What follows belongs to an exercise in optimizing a design on an open flow for small area, a short achievable clock period and few clock cycles per item; a production flow would make more cautious choices. In this exercise RTL edits were held to simulation tests only and were not proved equivalent to the original. No activity file was given, so power comes from the tool's default toggle rates.

### design/flow/design.v
package xadac_pkg;
  localparam int unsigned VecDataWidth  = 64;
  localparam int unsigned VecSumWidth   = 32;
  localparam int unsigned VecElemWidth  = 8;
  localparam int unsigned IdWidth       = 4;
  localparam int unsigned RsDataWidth   = 32;
  localparam int unsigned NumRs         = 2;
  localparam int unsigned NumVs         = 3;
  localparam int unsigned VregAddrWidth = 5;
  localparam int unsigned InstrVdLsb  = 7;
  localparam int unsigned InstrVs1Lsb = 15;
  localparam int unsigned InstrVs2Lsb = 20;
  typedef logic [IdWidth-1:0]       id_t;
  typedef logic [VecDataWidth-1:0]  vec_t;
  typedef logic [VregAddrWidth-1:0] vreg_addr_t;
  typedef enum logic [1:0] {
    ST_IDLE = 2'd0,
    ST_DEC  = 2'd1,
    ST_EXE  = 2'd2,
    ST_RET  = 2'd3
  } state_e;
  typedef struct packed {
    id_t         id;
    logic [31:0] instr;
  } dec_req_t;
  typedef struct packed {
    id_t  id;
    logic accept;
  } dec_rsp_t;
  typedef struct packed {
    id_t                                    id;
    logic [31:0]                            instr;
    logic [NumRs-1:0][RsDataWidth-1:0]      rs_data;
    logic [NumVs-1:0][VecDataWidth-1:0]     vs_data;
  } exe_req_t;
  typedef struct packed {
    id_t        id;
    vreg_addr_t vd_addr;
    vec_t       vd_data;
    logic       vd_write;
  } exe_rsp_t;
  function automatic logic [VregAddrWidth-1:0] instr_vd(input logic [31:0] ins);
    instr_vd = ins[InstrVdLsb +: VregAddrWidth];
  endfunction
  function automatic logic [VregAddrWidth-1:0] instr_vs1(input logic [31:0] ins);
    instr_vs1 = ins[InstrVs1Lsb +: VregAddrWidth];
  endfunction
  function automatic logic [VregAddrWidth-1:0] instr_vs2(input logic [31:0] ins);
    instr_vs2 = ins[InstrVs2Lsb +: VregAddrWidth];
  endfunction
endpackage
import xadac_pkg::*;
module xadac_vrf
#(
  parameter int unsigned NumVregs = 32
) (
  input  logic                                clk,
  input  logic                                i_wr_en,
  input  logic [VregAddrWidth-1:0]            i_wr_addr,
  input  logic [VecDataWidth-1:0]             i_wr_data,
  input  logic [VregAddrWidth-1:0]            i_rd_addr,
  output logic [VecDataWidth-1:0]             o_rd_data,
  input  logic [NumVs-1:0][VregAddrWidth-1:0] i_src_addr,
  output logic [NumVs-1:0][VecDataWidth-1:0]  o_src_data
);
  logic [VecDataWidth-1:0] r_mem [NumVregs];
  always_ff @(posedge clk) begin
    if (i_wr_en) begin
      r_mem[i_wr_addr] <= i_wr_data;
    end
  end
  assign o_rd_data = r_mem[i_rd_addr];
  always_comb begin
    o_src_data = '0;
    for (int unsigned i = 0; i < NumVs; i++) begin
      o_src_data[i] = r_mem[i_src_addr[i]];
    end
  end
endmodule
import xadac_pkg::*;
module xadac_issue
#(
  parameter int unsigned NumVregs = 32,
  parameter int unsigned IdInit   = 0
) (
  input  logic                     clk,
  input  logic                     rst,
  input  logic                     instr_valid,
  output logic                     instr_ready,
  input  logic [31:0]              instr,
  output logic                     done_valid,
  output logic                     done_accept,
  output logic                     done_err,
  input  logic                     vrf_wr_en,
  input  logic [VregAddrWidth-1:0] vrf_wr_addr,
  input  logic [VecDataWidth-1:0]  vrf_wr_data,
  input  logic [VregAddrWidth-1:0] vrf_rd_addr,
  output logic [VecDataWidth-1:0]  vrf_rd_data,
  output logic                     mst_dec_req_valid,
  input  logic                     mst_dec_req_ready,
  output logic [IdWidth-1:0]       mst_dec_req_id,
  output logic [31:0]              mst_dec_req_instr,
  input  logic                     mst_dec_rsp_valid,
  output logic                     mst_dec_rsp_ready,
  input  logic [IdWidth-1:0]       mst_dec_rsp_id,
  input  logic                     mst_dec_rsp_accept,
  output logic                     mst_exe_req_valid,
  input  logic                     mst_exe_req_ready,
  output logic [IdWidth-1:0]       mst_exe_req_id,
  output logic [31:0]              mst_exe_req_instr,
  output logic [NumRs*RsDataWidth-1:0]  mst_exe_req_rs_data,
  output logic [NumVs*VecDataWidth-1:0] mst_exe_req_vs_data,
  input  logic                     mst_exe_rsp_valid,
  output logic                     mst_exe_rsp_ready,
  input  logic [IdWidth-1:0]       mst_exe_rsp_id,
  input  logic [VregAddrWidth-1:0] mst_exe_rsp_vd_addr,
  input  logic [VecDataWidth-1:0]  mst_exe_rsp_vd_data,
  input  logic                     mst_exe_rsp_vd_write
);
  logic [1:0]                                  r_state;
  logic [IdWidth-1:0]                          r_id;
  logic [IdWidth-1:0]                          r_cur_id;
  logic [31:0]                        r_instr;
  logic                               r_err;
  logic                               r_accept;
  logic [NumVs-1:0][VecDataWidth-1:0] r_vs;
  logic                               w_take;
  logic                               w_dec_done;
  logic                               w_exe_done;
  logic                               w_exe_wr;
  logic                               w_host_wr;
  logic                               w_vrf_we;
  logic [VregAddrWidth-1:0]           w_vrf_waddr;
  logic [VecDataWidth-1:0]            w_vrf_wdata;
  logic [NumVs-1:0][VregAddrWidth-1:0] w_src_addr;
  logic [NumVs-1:0][VecDataWidth-1:0]  w_src_data;
  assign instr_ready = (r_state == ST_IDLE) && !rst;
  assign w_take      = instr_ready && instr_valid;
  assign w_dec_done  = (r_state == ST_DEC) && mst_dec_rsp_valid;
  assign w_exe_done  = (r_state == ST_EXE) && mst_exe_rsp_valid;
  assign w_exe_wr    = w_exe_done && mst_exe_rsp_vd_write && !rst;
  assign w_host_wr   = vrf_wr_en && (r_state == ST_IDLE) && !rst;
  assign w_vrf_we    = w_exe_wr || w_host_wr;
  assign w_vrf_waddr = w_exe_wr ? mst_exe_rsp_vd_addr : vrf_wr_addr;
  assign w_vrf_wdata = w_exe_wr ? mst_exe_rsp_vd_data : vrf_wr_data;
  assign w_src_addr[0] = r_instr[InstrVs1Lsb +: VregAddrWidth];
  assign w_src_addr[1] = r_instr[InstrVs2Lsb +: VregAddrWidth];
  assign w_src_addr[2] = r_instr[InstrVdLsb +: VregAddrWidth];
  xadac_vrf #(
    .NumVregs(NumVregs)
  ) u_vrf (
    .clk        (clk),
    .i_wr_en    (w_vrf_we),
    .i_wr_addr  (w_vrf_waddr),
    .i_wr_data  (w_vrf_wdata),
    .i_rd_addr  (vrf_rd_addr),
    .o_rd_data  (vrf_rd_data),
    .i_src_addr (w_src_addr),
    .o_src_data (w_src_data)
  );
  always_ff @(posedge clk) begin
    if (rst) begin
      r_state  <= ST_IDLE;
      r_id     <= IdWidth'(IdInit);
      r_err    <= 1'b0;
      r_accept <= 1'b0;
    end else begin
      case (r_state)
        ST_IDLE: begin
          if (w_take) begin
            r_err   <= 1'b0;
            r_state <= ST_DEC;
          end
        end
        ST_DEC: begin
          if (w_dec_done) begin
            if (mst_dec_rsp_id != r_cur_id) begin
              r_err <= 1'b1;
            end
            r_accept <= mst_dec_rsp_accept;
            r_state  <= mst_dec_rsp_accept ? ST_EXE : ST_RET;
          end
        end
        ST_EXE: begin
          if (w_exe_done) begin
            if (mst_exe_rsp_id != r_cur_id) begin
              r_err <= 1'b1;
            end
            r_accept <= 1'b1;
            r_state  <= ST_RET;
          end
        end
        ST_RET: begin
          r_err   <= 1'b0;
          r_id    <= r_id + IdWidth'(1);
          r_state <= ST_IDLE;
        end
        default: r_state <= ST_IDLE;
      endcase
    end
  end
  always_ff @(posedge clk) begin
    if (w_take) begin
      r_instr  <= instr;
      r_cur_id <= r_id;
    end
    if (w_dec_done && mst_dec_rsp_accept) begin
      r_vs <= w_src_data;
    end
  end
  assign mst_dec_req_valid = (r_state == ST_DEC);
  assign mst_dec_rsp_ready = (r_state == ST_DEC);
  assign mst_exe_req_valid = (r_state == ST_EXE);
  assign mst_exe_rsp_ready = (r_state == ST_EXE);
  assign mst_dec_req_id      = r_cur_id;
  assign mst_dec_req_instr   = r_instr;
  assign mst_exe_req_id      = r_cur_id;
  assign mst_exe_req_instr   = r_instr;
  assign mst_exe_req_rs_data = '0;
  assign mst_exe_req_vs_data = r_vs;
  assign done_valid  = (r_state == ST_RET);
  assign done_accept = done_valid && r_accept;
  assign done_err    = done_valid && r_err;
endmodule
### design/flow/run.sh
#!/bin/bash
# synth_recipe.tcl (not shown) runs the flow's synth.tcl, then flattens the netlist and writes it again
# the make line also repeats each setting of config.mk as NAME=value (left out here)
make -C /OpenROAD-flow-scripts/flow DESIGN_CONFIG=/design/flow/config.mk WORK_HOME=/design/flow/orfs CLKGATE_MAP_FILE= SYNTH_SCRIPT=/design/flow/synth_recipe.tcl finish
### design/flow/config.mk
export PLATFORM = sky130hd
export DESIGN_NAME = xadac_issue
export DESIGN_NICKNAME = xadac_issue
export VERILOG_FILES = /design/flow/design.v
export SDC_FILE = /design/flow/constraint.sdc
export NUM_CORES = 4
export LEC_CHECK = 0
export CAP_MARGIN = 20
export CORE_MARGIN = 2
export CORE_UTILIZATION = 40
export SLEW_MARGIN = 20
### design/flow/constraint.sdc
create_clock -name core_clock -period 6.0 [get_ports {clk}]
set_input_delay 1.2000 -clock core_clock [delete_from_list [all_inputs] [get_ports {clk}]]
set_output_delay 1.2000 -clock core_clock [all_outputs]
set_load 0.01 [all_outputs]
==> results.txt <==
* Crit Path Max Fanout at 42
* DR vias at 84680
* CP Data Required Time at 4.80 ns
* Grt total ovfl at 0
* Die width at 585.3 um
* 1st-iter DRT viols at 12750
* Root Driver: clkbuf_16
* EDFF count, synth at 2276
* Initial Utilization at 40.16%
* Wire per inst at 42.43 um
* CTS tree: built
* Crit path to: vrf_rd_data[50]
* Final min period at 5.369 ns
* Cell leakage power at 48.91 nW
* Yosys reg bits at 2284
* Final nets at 7368
* TNS Setup at 0 ns
* Yosys top cell area share at 50.57%
* Hold_ws at 0.4728 ns
* Crit path depth at 6
* Crit path from: vrf_rd_addr[2]
* Clock Path Buffers at 4
* GR Layer Usage met3 at 7.425%
* Final worst-path cycle share at 89.48%
* CP Cell Sequence: buf_8 -> buf_4 -> mux4_2 -> mux2i_1 -> a221oi_1 -> clkdlybuf4s50_1
* Drt drc at 0
* Port Buffer Count at 526
* CTS Buf Count at 278
* Hold Vio Cnt, Final at 0
* Ys async rst share at 0%
* HPWL Detailed at 301800 um
* Max Slew Vio Count at 0
* Area growth syn-to-layout at 15.62%
* Slew Limit Headroom at 21.68%
* Data arrival time of the worst path at 4.17 ns
* Commonest non-fill, non-tap cell in the layout: edfxtp_1
* RSZ-0062 raised after global routing: false
* Core Area at 336600 um2
* Seq pwr share at 41.0%
* Commonest non-fill, non-tap cells in the layout: edfxtp_1, mux4_2, clkdlybuf4s50_1
* Worst Skew at 0.04020 ns
* Slew at the pin closest to its max-slew limit at 1.163 ns
* Slowest CP cell: a221oi_1
* Final instance area at 156300 um2
* Clock power frac at 38.0%
* Post_cts resized at 0
* Hold WC Path Type: flop to flop
* Seq/Total Area, Yosys at 50.68%
* Placed inst area at 147300 um2
* # setup viols final at 0
* P_int at 32.23 mW
* CTS H-tree depth at 5
* NetSw at 12.33 mW
* Setup CP Type: primary input to output pin
* CTS hold repair buffers at 0
* Layout cell share with drive strength beyond 1 at 47.09%
* Reg-to-reg endpoint: u_vrf.r_mem[20][43]$_DFFE_PP_
* Setup slack, reg-to-reg at 2.05 ns
* # Max-Cap Violations at 0
* Top FF cell, synth: edfxtp_1
* Netlist Area Pre-Place at 135200 um2
* Switching share of power at 27.66%
* Beginning of the worst register-to-register path: r_state[0]$_SDFFE_PP0P_
* Gpl congestion at 0.8680
* Startpoint types: primary input
* Vert. Die Dim at 585.3 um
* Final wirelength at 504800 um
* First-pass GRT wire length at 694300 um
* Met1 usage at 38.35%
* Crit. End Element: output pin
* Grt peak-use layer: met2
* Yosys top cell by area: edfxtp_1
* Clock sinks at 2284
* Met2 Resource Use GR at 45.61%
* IO Pins at 593
* Total power at 44.56 mW
* Clk Latency, worst-skew pair at 0.92 ns
* Vias per Instance at 7.117
* Synth warn at 2
* Gate power share at 21.0%
* Top Family by Delay on Critical Path: buffers and inverters
* Fmax at 186.3 MHz
* Initial antenna violation count at 17
* Clock slew at reported path FFs at 0.06 ns
* Final setup margin at 0.6312 ns
* Cell variety after synth at 50
* CP bufs+invs at 3
* Max stage delay on crit path at 1.03 ns
* Pwr per Cell Area at 285.1 nW/um2
* Post-CTS Setup Bufs at 0
* Setup WS pre-CTS at 0.6695 ns
* Syn avg cell area at 20.12 um2
* Pin count of the biggest net entering global routing at 115
* All-Layer GR Usage at 29.18%
* Cells on worst reg2reg path at 8
* First-pass DRT Iterations at 6
* Post-Synthesis Cells at 6717
* Die area at 342600 um2
* Antenna violation net count after detailed routing at 0
* Worst vdd ir at 0.0002280 V
* Placement Rows at 213
* Number of global-route vias before repair at 84600
* Status: complete, no violations
* Largest cells by area after synthesis: edfxtp_1, mux4_2, mux2_2
* Fillers at 27870
## cell usage after synthesis (all sizes together) (33+ instances only)
cell and instances:
edfxtp 2276, mux4 2231, buf 539, mux2 424, mux2i 354, clkbuf 234
o22ai 139, nand2 98, a221oi 89, o21ai 47, nor2 46, a221o 33
## logic make-up (layout without fill, tap and decap cells)
family | after synthesis | after routing | share of synthesized area [%]
compound gates | 420 | 420 | 2.229
buf+inv | 780 | 1378 | 2.939
mux | 3009 | 3009 | 43.33
fa+ha+maj | 5 | 5 | 0.04628
xor+xnor | 11 | 11 | 0.07128
flops | 2284 | 2284 | 50.68
simple gates | 207 | 207 | 0.6998
other cells | 1 | 69 | 0.002774
## flip-flops by register name, indices dropped and copies added, names as in the netlist
register and cells:
r_vs 192, r_err 1, u_vrf.r_mem 2048, r_instr 32
r_id 4, r_accept 1, r_state 2, r_cur_id 4
## layer usage
layer	wire length, um	part of all wire [%]	vias up
li1	-	-	31290
met1	182100	36	45520
met2	235500	47	6641
met3	59430	12	1203
met4	27600	5.5	20
met5	136	0.027	-
## area by class of cell
cell class | count | area (um2) | share of cell area [%]
flip-flops and latches | 2284 | 68510 | 43.84
multi-input cells | 3716 | 63290 | 40.50
repair buffers | 883 | 9848 | 6.302
clock buffers | 334 | 7465 | 4.777
well taps | 4515 | 5649 | 3.615
clock inverters | 154 | 1469 | 0.9400
inverters | 7 | 31.28 | 0.02002
diodes | 5 | 12.51 | 0.008007
## through the flow
stage / util (%) / std cells
floorplan: - / 6780
global placement: 43.76 / 11400
detailed placement: 43.77 / 11410
CTS: 46.42 / 11890
global route: 46.42 / 11890
finish: 46.43 / 11900
## power groups by stage
stage / Combinational (mW) / Clock [mW] / Sequential [mW]
floorplan: 5.89 / 0 / 18.6
global placement: 9.35 / 0 / 18.6
detailed placement: 9.35 / 0 / 18.6
CTS: 9.38 / 17.2 / 18.2
global route: 9.74 / 17.8 / 18.3
finish: 9.37 / 16.9 / 18.2
## how the worst min path moves through the flow
stage	to	from	cells past startpoint	slack (ns)
2_1_floorplan	r_cur_id[3]$_DFFE_PP_	r_id[3]$_SDFFE_PP0P_	0	0.43
3_3_place_gp	r_cur_id[3]$_DFFE_PP_	r_id[3]$_SDFFE_PP0P_	0	0.44
3_5_place_dp	r_cur_id[3]$_DFFE_PP_	r_id[3]$_SDFFE_PP0P_	0	0.45
4_1_cts	r_cur_id[3]$_DFFE_PP_	r_id[3]$_SDFFE_PP0P_	0	0.48
5_1_grt	r_cur_id[3]$_DFFE_PP_	r_id[3]$_SDFFE_PP0P_	0	0.50
6_report	r_cur_id[3]$_DFFE_PP_	r_id[3]$_SDFFE_PP0P_	0	0.47
Testbench counts, summed over its fixed seeds: cycles 20,871, instrs 4,000.

[static timing again, ports no longer ideal]
The flow's constraints put no driver on any port. The routed layout listed below was extracted and timed again, unchanged, in two steps.
Step 1, drivers: a clkbuf_16 drives clk and a buf_2 each remaining input, both assumed.
Step 2 also shifts input and output timing later by t, the mid clock arrival at the registers, as if the neighbouring blocks saw the same clock.
Slacks: ideal ports / drivers / drivers and shift; pairs: ideal ports / drivers.
shift t [ns]: 1.002
setup slack, ns: 0.631 / 0.554 / 0.554
worst setup path at the end: input to output
slew at the worst register clock pin (ns): 0.07 / 0.07
worst slew at a driven data input, ns: 0.07
After both steps this run still meets setup and hold. The setup slack of this run moves by -0.077 ns with the drivers and by -0.077 ns with both steps.
